From an optimization exercise on the open Yosys and OpenROAD flow, aimed at small area, a short achievable clock period and few clock cycles; shortcuts taken in it are not production practice. RTL that was checked went through simulation tests only; none was proved equivalent to the original. Power and IR drop assume default switching activity.

==> flow/design.v <==
`timescale 1ns/1ps
`default_nettype none
package stage_pkg;
  localparam int BUF_ADDR_W = 7;
  typedef struct packed {
    logic signed [23:0] int_part;
    logic [7:0]         frac_part;
  } sample_t;
  typedef enum logic [0:0] {
    PASS_FORWARD = 1'b0,
    PASS_ERROR   = 1'b1
  } pass_e;
  typedef enum logic [1:0] {
    SEQ_IDLE = 2'd0,
    SEQ_READ = 2'd1,
    SEQ_NEXT = 2'd2
  } seq_state_e;
  typedef struct packed {
    logic                  valid;
    logic                  write;
    logic [BUF_ADDR_W-1:0] address;
    sample_t               data;
  } buf_req_t;
  typedef struct packed {
    sample_t    data;
    logic [3:0] tap_address;
    logic [3:0] bias_address;
    pass_e      kind;
    logic       last;     
  } out_beat_t;
endpackage
`default_nettype wire
`timescale 1ns/1ps
`timescale 1ns/1ps
`timescale 1ns/1ps
`timescale 1ns/1ps
`timescale 1ns/1ps
`default_nettype none
module stage0_top #(
  parameter int LEN_W   = 3,
  parameter int DEPTH_W = 4,
  parameter int WORD_W  = 32
) (
  input  wire                  clk,
  input  wire                  reset,
  input  wire [WORD_W-1:0]     in_data,
  input  wire                  in_valid,
  input  wire [LEN_W-1:0]      load_length,
  input  wire [DEPTH_W-1:0]    load_depth,
  input  wire [1:0]            state_length,
  input  wire                  learn,
  output logic                 in_ready,
  output logic                 out_valid,
  output logic [WORD_W+9:0]    out_beat
);
  localparam int SLOTS = 2 ** LEN_W;
  logic [LEN_W-1:0] lenm1_q;     
  logic             len0_q;      
  logic [2:0]       pm1m1_q;     
  logic             pm0_q;       
  logic             depth1_q;
  logic             learn_q;
  logic [2:0]       pm1;
  assign pm1 = {1'b0, state_length} + {2'b00, learn};
  always_ff @(posedge clk) begin
    lenm1_q  <= load_length - LEN_W'(1);
    len0_q   <= (load_length == '0);
    pm1m1_q  <= pm1 - 3'd1;
    pm0_q    <= (pm1 == 3'd0);
    depth1_q <= (load_depth == DEPTH_W'(1));
    learn_q  <= learn;
  end
  typedef struct packed {
    logic             rdy;     
    logic [LEN_W-1:0] ww;      
    logic             wl;      
    logic             wnz;     
    logic             act;     
    logic             nf;      
    logic [LEN_W-1:0] rw;      
    logic             lw;      
    logic [2:0]       rp;      
    logic             fp;      
    logic             go;      
  } st_t;
  st_t               s;
  logic [WORD_W-1:0] mem [0:SLOTS-1];
  logic [WORD_W-1:0] od_q;
  logic [LEN_W-1:0]  tap_q;
  logic [2:0]        bias_q;
  logic              kind_q;
  logic              last_q;
  logic ww_at_m1;
  logic rw_at_m1;
  logic rp_at_m1;
  assign ww_at_m1 = (s.ww == lenm1_q);
  assign rw_at_m1 = (s.rw == lenm1_q);
  assign rp_at_m1 = (s.rp == pm1m1_q);
  function automatic st_t next_state(input logic t);
    st_t  n;
    logic tl;
    logic pass_end;
    logic blk_end;
    tl       = t & s.wl;
    n.go     = s.act | (tl & ~len0_q);
    n.ww     = s.ww;
    n.wl     = s.wl;
    n.wnz    = s.wnz;
    if (t) begin
      n.ww   = s.wl ? '0 : s.ww + LEN_W'(1);
      n.wl   = s.wl ? len0_q : ww_at_m1;
      n.wnz  = ~s.wl;
    end
    pass_end = n.go & s.lw;
    n.rw     = s.rw;
    n.lw     = s.lw;
    if (n.go) begin
      n.rw   = s.lw ? '0 : s.rw + LEN_W'(1);
      n.lw   = s.lw ? len0_q : rw_at_m1;
    end
    n.rp     = s.rp;
    n.fp     = s.fp;
    if (pass_end) begin
      n.rp   = s.fp ? 3'd0 : s.rp + 3'd1;
      n.fp   = s.fp ? pm0_q : rp_at_m1;
    end
    blk_end  = s.act & s.lw & s.fp;
    n.act    = s.act ? (~blk_end | s.nf | tl) : tl;
    n.nf     = s.act & ~blk_end & (s.nf | tl);
    n.rdy    = (~n.act | (~n.nf & n.fp)) & (~depth1_q | n.wnz | ~n.act);
    next_state = n;
  endfunction
  st_t s_t0;
  st_t s_t1;
  st_t s_n;
  assign s_t0 = next_state(1'b0);
  assign s_t1 = next_state(1'b1);
  assign s_n  = (in_valid & s.rdy) ? s_t1 : s_t0;
  always_ff @(posedge clk) begin
    if (reset) begin
      s     <= '0;
      s.rdy <= 1'b1;
      s.wl  <= (load_length == '0);
      s.lw  <= (load_length == '0);
      s.fp  <= (pm1 == 3'd0);
    end else begin
      s     <= s_n;
    end
  end
  always_ff @(posedge clk) begin
    for (int i = 0; i < SLOTS; i++) begin
      if (s.rdy && s.ww == LEN_W'(i)) mem[i] <= in_data;
    end
  end
  logic [WORD_W-1:0] rd_data;
  always_comb begin
    rd_data = '0;
    for (int i = 0; i < SLOTS; i++) begin
      rd_data = rd_data | (mem[i] & {WORD_W{s.rw == LEN_W'(i)}});
    end
  end
  always_ff @(posedge clk) begin
    od_q   <= rd_data;
    tap_q  <= s.rw;
    bias_q <= s.rp;
    kind_q <= learn_q & s.fp;
    last_q <= s.lw;
  end
  assign in_ready  = s.rdy;
  assign out_valid = s.go;
  assign out_beat  = {od_q, 1'b0, tap_q, 1'b0, bias_q, kind_q, last_q};
endmodule
`default_nettype wire
make LEC_CHECK=0 CAP_MARGIN=20 CORE_MARGIN=2 CORE_UTILIZATION=60 PLACE_DENSITY=0.65 SETUP_SLACK_MARGIN=3.5 SLEW_MARGIN=20 finish   # period 5.5 ns
run.sh (not shown) runs the stock make flow with config.mk's settings and CLKGATE_MAP_FILE= SYNTH_SCRIPT=/design/flow/synth_recipe.tcl, a recipe that flattens the netlist after the stock synthesis.
Rerun with:
- CTS_BUF_LIST: not set -> sky130_fd_sc_hd__clkbuf_8 sky130_fd_sc_hd__clkbuf_16
- CTS_CLUSTER_DIAMETER: not set -> 60
- CTS_CLUSTER_SIZE: not set -> 25
- SETUP_SLACK_MARGIN: 3.5 -> 4.0
Effect: Final area grows by 12%. Routed wire length grows by about 36%. Total power shrinks by 5.3%. Maximum frequency shrinks by 5.5%.
Rerun with:
==> flow/flow/run.sh (new file) <==
#!/bin/bash
# Standard ORFS layout with two changes: the port buffers are buf_2 cells rather than the cell
# buffer_ports picks by default, and the output of every step is kept in flow_make.log.
set -euo pipefail
export BUFFER_PORTS_ARGS="-buffer_cell sky130_fd_sc_hd__buf_2"
bash standard.sh > flow_make.log 2>&1
==> flow/standard.sh (new file) <==
#!/bin/bash
# synth_recipe.tcl (not shown) runs the flow's synth.tcl, then flattens the netlist and writes it again
# the make line also repeats each setting of config.mk as NAME=value (left out here)
make -C /OpenROAD-flow-scripts/flow DESIGN_CONFIG=/design/flow/config.mk WORK_HOME=/design/flow/orfs CLKGATE_MAP_FILE= SYNTH_SCRIPT=/design/flow/synth_recipe.tcl "${@:-finish}"
- CTS_BUF_LIST: sky130_fd_sc_hd__clkbuf_8 sky130_fd_sc_hd__clkbuf_16 -> sky130_fd_sc_hd__clkbuf_4 sky130_fd_sc_hd__clkbuf_8
- CTS_CLUSTER_DIAMETER: 60 -> not set
- CTS_CLUSTER_SIZE: 25 -> not set
- SETUP_SLACK_MARGIN: 4.0 -> 3.5
removed: flow/run.sh
Synthesized area is unchanged.
Clock skew is about the same.
Sequential power barely changes.
Non-clock buffer count came out lower by 105.
Wire length came out lower by 26%.
Combinational power came out lower by 39%.
Worst setup slack gets better by 0.12 ns.
Rerun with:
==> flow/run.sh (new file) <==
#!/bin/bash
# synth_recipe.tcl (not shown) runs the flow's synth.tcl, then flattens the netlist and writes it again
# the make line also repeats each setting of config.mk as NAME=value (left out here)
make -C /OpenROAD-flow-scripts/flow DESIGN_CONFIG=/design/flow/config.mk WORK_HOME=/design/flow/orfs CLKGATE_MAP_FILE= SYNTH_SCRIPT=/design/flow/synth_recipe.tcl finish
removed: flow/flow/run.sh
removed: flow/standard.sh
Worst setup slack hardly moves. Routed wire length came out higher by 0.95%. Cell area is higher by 2.4%. Core utilization rose by 1.7 points. Worst hold slack is worse by 0.0034 ns. Global-route usage grows by 0.43 points.
No run of this note included a check of the RTL's function; only the layout flow was run.

* * *

stage0_top, a different RTL version from the one above (not shown whole).
Size in the first run: roughly 330 flip-flops, about 89 I/O pins, about 11000 sq um of cells after synthesis.
clock: 5.5 ns
lec_check: 0
cap_margin: 20
core_margin: 2
core_utilization: 60
cts_buf_list: sky130_fd_sc_hd__clkbuf_4 sky130_fd_sc_hd__clkbuf_8
place_density: 0.65
setup_slack_margin: 3.5
slew_margin: 20
standard.sh (not shown) runs the stock make flow with config.mk's settings and CLKGATE_MAP_FILE= SYNTH_SCRIPT=/design/flow/synth_recipe.tcl, a recipe that flattens the netlist after the stock synthesis.
==> flow/flow/run.sh <==
#!/bin/bash
# Standard ORFS layout with the port buffers as buf_2 cells and the clock tree built with the
# arguments below; the output of every step is kept in flow_make.log.
set -euo pipefail
export BUFFER_PORTS_ARGS="-buffer_cell sky130_fd_sc_hd__buf_2"
export CTS_ARGS="-sink_clustering_enable -repair_clock_nets -buf_list {sky130_fd_sc_hd__clkbuf_16} -root_buf sky130_fd_sc_hd__clkbuf_16 -sink_clustering_size 30 -sink_clustering_max_diameter 80 -dont_use_dummy_load"
bash standard.sh > flow_make.log 2>&1
The starting point went through all stages and came out clean.
Testbench counts at the start, summed over its fixed seeds: cycles 32,039.
Change:
==> flow/run.sh (new file) <==
#!/bin/bash
# synth_recipe.tcl (not shown) runs the flow's synth.tcl, then flattens the netlist and writes it again
# the make line also repeats each setting of config.mk as NAME=value (left out here)
make -C /OpenROAD-flow-scripts/flow DESIGN_CONFIG=/design/flow/config.mk WORK_HOME=/design/flow/orfs CLKGATE_MAP_FILE= SYNTH_SCRIPT=/design/flow/synth_recipe.tcl finish
removed: flow/flow/run.sh
removed: flow/standard.sh
The new run ran to the end with no violations.
First-iteration DRC count climbs by 2.7%.
Register-to-register slack improves by 50 ps.
Global-route usage climbs by 1.1 points.
Clock-buffer cell count climbs by 60.
Non-clock buffer count climbs by 3.
Worst setup slack degrades by 5.3 ps.
Final area climbs by 7.4%.
Routed wire length climbs by 3.1%.

* * *

stage0_top, a different RTL version from the one above (not shown whole).
Size: ~660 cells after synthesis, ~89 I/O pins, roughly 12,000 sq um of cells after synthesis.
==> flow/config.mk <==
export PLATFORM = sky130hd
export DESIGN_NAME = stage0_top
export DESIGN_NICKNAME = stage0_top
export VERILOG_FILES = /design/flow/design.v
export SDC_FILE = /design/flow/constraint.sdc
export NUM_CORES = 4
export LEC_CHECK = 0
export CAP_MARGIN = 20
export CORE_MARGIN = 2
export CORE_UTILIZATION = 25
export PLACE_DENSITY = 0.3
export SLEW_MARGIN = 20
==> flow/constraint.sdc <==
create_clock -name core_clock -period 5.5 [get_ports {clk}]
set_input_delay 1.1000 -clock core_clock [delete_from_list [all_inputs] [get_ports {clk}]]
set_output_delay 1.1000 -clock core_clock [all_outputs]
set_load 0.01 [all_outputs]
run.sh (not shown) runs the stock make flow with config.mk's settings and CLKGATE_MAP_FILE= SYNTH_SCRIPT=/design/flow/synth_recipe.tcl, a recipe that flattens the netlist after the stock synthesis.
Stock flow here: none of the scripts above is used.
The baseline passed the timing, design-rule and antenna checks.
Then changed:
Settings changed: CORE_UTILIZATION 25 to 60, PLACE_DENSITY 0.3 to 0.65, SETUP_SLACK_MARGIN set to 2.5.
Outcome: Clock-buffer cell count goes down by 15; routed wire length goes down by a quarter to a third; area after synthesis is unchanged.
No functional check of the RTL was part of any run of this note.

==> port drivers added, routing unchanged <==
The results above use ideal ports. As a check the final layouts listed here were re-extracted and re-timed, cells and wires unchanged.
Step 1 assumes that a clkbuf_16 drives the clock port and a buf_2 every other input.
Step 2, shift: input delay + t, output delay - t, t = (earliest + latest rising clock arrival at the registers) / 2. This alone moves slack from input paths to output paths.
Three values: ideal ports, drivers, drivers and shift; two values: the first two.
run | t (ns) | slack for setup (ns) | hold WS [ns] | clock arrival spread, ns | slew at the worst register clock pin (ns)
the first run of note 1 | 0.596 | 3.384 / 3.334 / 3.037 | 0.406 / 0.406 / 0.406 | 0.022 / 0.022 | 0.06 / 0.06
the second run of note 1 | 0.565 | 3.260 / 3.260 / 3.241 | 0.417 / 0.417 / 0.417 | 0.019 / 0.020 | 0.10 / 0.10
the third run of note 1 | 0.586 | 3.382 / 3.342 / 3.262 | 0.405 / 0.405 / 0.405 | 0.016 / 0.016 | 0.07 / 0.07
the fourth run of note 1 | 0.591 | 3.382 / 3.343 / 2.919 | 0.402 / 0.402 / 0.402 | 0.015 / 0.015 | 0.07 / 0.07
the first run of note 2 | 0.539 | 3.399 / 3.355 / 3.147 | 0.410 / 0.410 / 0.410 | 0.033 / 0.034 | 0.11 / 0.11
the second run of note 2 | 0.596 | 3.394 / 3.354 / 2.978 | 0.401 / 0.401 / 0.401 | 0.022 / 0.022 | 0.06 / 0.06
the first run of note 3 | 0.596 | 2.411 / 2.411 / 2.411 | 0.443 / 0.443 / 0.443 | 0.017 / 0.016 | 0.06 / 0.06
the second run of note 3 | 0.583 | 2.808 / 2.782 / 2.738 | 0.438 / 0.438 / 0.438 | 0.011 / 0.011 | 0.06 / 0.06
After both steps setup and hold are still met in every run listed. The setup slack of the fourth run of note 1, which loses most, moves by -0.039 ns with the drivers and by -0.463 ns with both steps.
